Source: an optimization exercise on an open RTL-to-GDS flow (aim: small area). Production flows keep margins and buffers that such runs may drop. Only simulation tests tie the RTL to the original design; equivalence was not proved. The flow treats the clock pin as an ideal source, which a real chip does not have.

Setup of the baseline:
==> module session_stat_counters, before the edit <==
module session_stat_counters (
  input  logic                             clk_i,
  input  logic                             rst_ni,
  input  logic                             start,
  output logic                             busy,
  input  logic [ssc_pkg::ModeW-1:0]        mode_i,
  input  logic [ssc_pkg::AmountW-1:0]      amount_i,
  output logic                             valid_o,
  output logic                             accepted_o,
  output logic [ssc_pkg::AmountW-1:0]      total_value_o,
  output logic [ssc_pkg::ActiveW-1:0]      active_sessions_o,
  output logic                             saturated_o,
  input  logic                             cfg_valid_i,
  output logic                             cfg_ready_o,
  input  logic                             cfg_data_i
);
  localparam int N = ssc_pkg::NumTotals;
  localparam int W = ssc_pkg::AmountW;
  logic                          udp_q;
  logic                          s1_valid_q;
  logic [W-1:0]                  s1_amount_q;
  logic [N-1:0][W-1:0]           mem;
  logic [N-1:0]                  sel_q;    
  logic [W-1:0]                  cur_total;
  logic [W-1:0]                  sum;
  logic                          carry;
  logic                          hits_top;
  logic                          ok;
  logic                          amount_is_one;
  logic [W-1:0]                  result;
  logic [ssc_pkg::GaugeW-1:0]    gauge_q;
  logic                          sat_q;
  logic                          valid_q;
  logic                          accepted_q;
  logic [W-1:0]                  total_q;
  logic                          wr_en;
  logic [N-1:0]                  we;
  assign busy        = 1'b0;
  assign cfg_ready_o = 1'b1;
  always_ff @(posedge clk_i or negedge rst_ni) begin
    if (!rst_ni) begin
      udp_q <= 1'b0;
    end else if (cfg_valid_i) begin
      udp_q <= cfg_data_i;
    end
  end
  always_ff @(posedge clk_i or negedge rst_ni) begin
    if (!rst_ni) begin
      s1_valid_q <= 1'b0;
    end else begin
      s1_valid_q <= start;
    end
  end
  always_ff @(posedge clk_i) begin
    s1_amount_q <= amount_i;
  end
  always_ff @(posedge clk_i) begin
    for (int k = 0; k < N; k++) begin
      sel_q[k] <= (mode_i == 4'(k));
    end
  end
  always_comb begin
    cur_total = '0;
    for (int k = 0; k < N; k++) begin
      cur_total = cur_total | (mem[k] & {W{sel_q[k]}});
    end
  end
  assign amount_is_one = (s1_amount_q == W'(1));
  assign ok = (sel_q[0] && amount_is_one && !gauge_q[10]) ||
              (sel_q[1] && amount_is_one && (gauge_q != '0)) ||
              ((sel_q[4] || sel_q[5] || sel_q[7]) && udp_q) ||
              sel_q[2] || sel_q[3] || sel_q[6] || sel_q[8] || sel_q[9];
  logic [W-1:0] pg_p, pg_g;
  logic [W-1:0] cg, cp;    
  always_comb begin
    logic [W-1:0] gg, pp;
    pg_p = cur_total ^ s1_amount_q;
    pg_g = cur_total & s1_amount_q;
    gg = pg_g;
    pp = pg_p;
    for (int l = 1; l < W; l = l * 2) begin
      for (int i = 2 * l - 1; i < W; i = i + 2 * l) begin
        gg[i] = gg[i] | (pp[i] & gg[i - l]);
        pp[i] = pp[i] & pp[i - l];
      end
    end
    for (int l = W / 4; l >= 1; l = l / 2) begin
      for (int i = 3 * l - 1; i < W; i = i + 2 * l) begin
        gg[i] = gg[i] | (pp[i] & gg[i - l]);
        pp[i] = pp[i] & pp[i - l];
      end
    end
    cg = gg;
    cp = pp;
  end
  assign sum      = pg_p ^ {cg[W-2:0], 1'b0};
  assign carry    = cg[W-1];
  assign hits_top = cg[W-1] | cp[W-1];
  assign result       = (sum | {W{hits_top}}) & {W{ok}};
  assign wr_en = s1_valid_q && ok;
  always_comb begin
    for (int k = 0; k < N; k++) begin
      we[k] = wr_en && sel_q[k];
    end
  end
  for (genvar k = 0; k < N; k++) begin : g_total
    ssc_total_ram u_total (
      .clk_i  (clk_i),
      .we_i   (we[k]),
      .hold_i (rst_ni && !we[k]),    
      .d_i    (result),
      .q_o    (mem[k])
    );
  end
  always_ff @(posedge clk_i or negedge rst_ni) begin
    if (!rst_ni) begin
      gauge_q <= '0;
      sat_q   <= 1'b0;
      valid_q <= 1'b0;
    end else begin
      valid_q <= s1_valid_q;
      if (wr_en) begin
        if (sel_q[0]) begin
          gauge_q <= gauge_q + 1'b1;
        end else if (sel_q[1]) begin
          gauge_q <= gauge_q - 1'b1;
        end
        if (hits_top) begin
          sat_q <= 1'b1;
        end
      end
    end
  end
  always_ff @(posedge clk_i) begin
    accepted_q <= ok;
    total_q    <= result;
  end
  assign valid_o           = valid_q;
  assign accepted_o        = accepted_q;
  assign total_value_o     = total_q;
  assign active_sessions_o = gauge_q[ssc_pkg::ActiveW-1:0];
  assign saturated_o       = sat_q;
endmodule
Settings: LEC_CHECK=0, CAP_MARGIN=20, CORE_MARGIN=2, CORE_UTILIZATION=75, SLEW_MARGIN=20, SYNTH_HIERARCHICAL=1, SYNTH_MINIMUM_KEEP_SIZE=0; clock period 7.0 ns.
standard.sh (not shown) runs the stock make flow with config.mk's settings and CLKGATE_MAP_FILE= SYNTH_SCRIPT=/design/flow/synth_recipe.tcl, a recipe that flattens the netlist after the stock synthesis.
==> flow/flow/run.sh <==
#!/bin/bash
# Standard layout with these changes:
#  - synthesis: synth_recipe.tcl with an area-oriented ABC script (flow/synth.tcl,
#    flow/area.abc); registers are untouched;
#  - CTS: clkbuf_8 clusters without dummy loads, slow leaves upsized after CTS
#    (flow/post_cts.tcl);
#  - after global routing, repair_design once more (flow/post_grt.tcl), since the
#    timing repair may have upsized loads of nets that were already buffered;
#  - minimum-size port buffers.
# Each step's full log stays under orfs/logs/; make's own output goes to flow_make.log.
set -euo pipefail
HERE=$(pwd)
export AREA_ABC_SCRIPT=$HERE/flow/area.abc
CTS="-sink_clustering_enable -repair_clock_nets -dont_use_dummy_load -buf_list sky130_fd_sc_hd__clkbuf_8 -root_buf sky130_fd_sc_hd__clkbuf_8 -sink_clustering_size 16 -sink_clustering_max_diameter 60"
bash standard.sh "SYNTH_SCRIPT=$HERE/flow/synth.tcl" "CTS_ARGS=$CTS" "POST_CTS_TCL=$HERE/flow/post_cts.tcl" \
  "POST_GLOBAL_ROUTE_TCL=$HERE/flow/post_grt.tcl" \
  "BUFFER_PORTS_ARGS=-buffer_cell sky130_fd_sc_hd__buf_1" finish > flow_make.log 2>&1
Other scripts of this flow, unchanged in this note and not shown: flow/flow/area.abc, flow/flow/post_cts.tcl, flow/flow/post_grt.tcl, flow/flow/synth.tcl
Input changes introduced in the candidate (baseline for comparison: the baseline):
diff --git a/flow/design.v b/flow/design.v
--- a/flow/design.v
+++ b/flow/design.v
@@ -55,12 +55,13 @@
   input  logic                             cfg_data_i
 );
   localparam int N = ssc_pkg::NumTotals;
   localparam int W = ssc_pkg::AmountW;
   logic                          udp_q;
   logic                          s1_valid_q;
+  logic [ssc_pkg::ModeW-1:0]     s1_mode_q;
   logic [W-1:0]                  s1_amount_q;
   logic [N-1:0][W-1:0]           mem;
   logic [N-1:0]                  sel_q;    
   logic [W-1:0]                  cur_total;
   logic [W-1:0]                  sum;
   logic                          carry;
@@ -89,12 +90,13 @@
       s1_valid_q <= 1'b0;
     end else begin
       s1_valid_q <= start;
     end
   end
   always_ff @(posedge clk_i) begin
+    s1_mode_q   <= mode_i;
     s1_amount_q <= amount_i;
   end
   always_ff @(posedge clk_i) begin
     for (int k = 0; k < N; k++) begin
       sel_q[k] <= (mode_i == 4'(k));
     end
@@ -103,16 +105,21 @@
     cur_total = '0;
     for (int k = 0; k < N; k++) begin
       cur_total = cur_total | (mem[k] & {W{sel_q[k]}});
     end
   end
   assign amount_is_one = (s1_amount_q == W'(1));
-  assign ok = (sel_q[0] && amount_is_one && !gauge_q[10]) ||
-              (sel_q[1] && amount_is_one && (gauge_q != '0)) ||
-              ((sel_q[4] || sel_q[5] || sel_q[7]) && udp_q) ||
-              sel_q[2] || sel_q[3] || sel_q[6] || sel_q[8] || sel_q[9];
+  always_comb begin
+    case (s1_mode_q)
+      4'd0:             ok = amount_is_one && !gauge_q[10];
+      4'd1:             ok = amount_is_one && (gauge_q != '0);
+      4'd4, 4'd5, 4'd7: ok = udp_q;
+      4'd2, 4'd3, 4'd6, 4'd8, 4'd9: ok = 1'b1;
+      default:          ok = 1'b0;
+    endcase
+  end
   logic [W-1:0] pg_p, pg_g;
   logic [W-1:0] cg, cp;    
   always_comb begin
     logic [W-1:0] gg, pp;
     pg_p = cur_total ^ s1_amount_q;
     pg_g = cur_total & s1_amount_q;
@@ -137,13 +144,13 @@
   assign carry    = cg[W-1];
   assign hits_top = cg[W-1] | cp[W-1];
   assign result       = (sum | {W{hits_top}}) & {W{ok}};
   assign wr_en = s1_valid_q && ok;
   always_comb begin
     for (int k = 0; k < N; k++) begin
-      we[k] = wr_en && sel_q[k];
+      we[k] = wr_en && (s1_mode_q == 4'(k));
     end
   end
   for (genvar k = 0; k < N; k++) begin : g_total
     ssc_total_ram u_total (
       .clk_i  (clk_i),
       .we_i   (we[k]),
@@ -157,15 +164,15 @@
       gauge_q <= '0;
       sat_q   <= 1'b0;
       valid_q <= 1'b0;
     end else begin
       valid_q <= s1_valid_q;
       if (wr_en) begin
-        if (sel_q[0]) begin
+        if (s1_mode_q == 4'd0) begin
           gauge_q <= gauge_q + 1'b1;
-        end else if (sel_q[1]) begin
+        end else if (s1_mode_q == 4'd1) begin
           gauge_q <= gauge_q - 1'b1;
         end
         if (hits_top) begin
           sat_q <= 1'b1;
         end
       end
Results
| via count | the candidate vs the baseline | worse |
The candidate ended with more clock period minus final worst setup slack than the baseline.
Looking at capture point of the critical path, the g_total[2].u_total.q_o[61] result is from the candidate; the g_total[1].u_total.q_o[63] one comes from the baseline.
Diff the candidate..the baseline | sequential fraction of total cell area | negligible
From the baseline to the candidate the numbers moved as follows: worst hold margin increased 0.015 ns, buffer count excluding the clock tree in the final layout moved down.

## what the ideal ports hide
Ports are ideal in the flow. The routed layouts listed here were re-timed in OpenROAD. Step 1 assumes that a clkbuf_16 drives the clock port and a buf_2 every other input. Step 2 adds t to the input delays and takes it off the output delays; t is the mean of the earliest and latest rising clock arrival at the registers after step 1. Input paths then give back, and output paths get back, about the clock's delay inside the block. a / b / c = ideal / step 1 / step 2; a / b = the first two.
run	shift t [ns]	setup slack, ns	worst setup path after step 2
the baseline	0.637	0.361 / 0.361 / 0.361	register to register
the candidate	0.639	0.325 / 0.325 / 0.325	register to register
After both steps setup and hold are still met in every run listed.
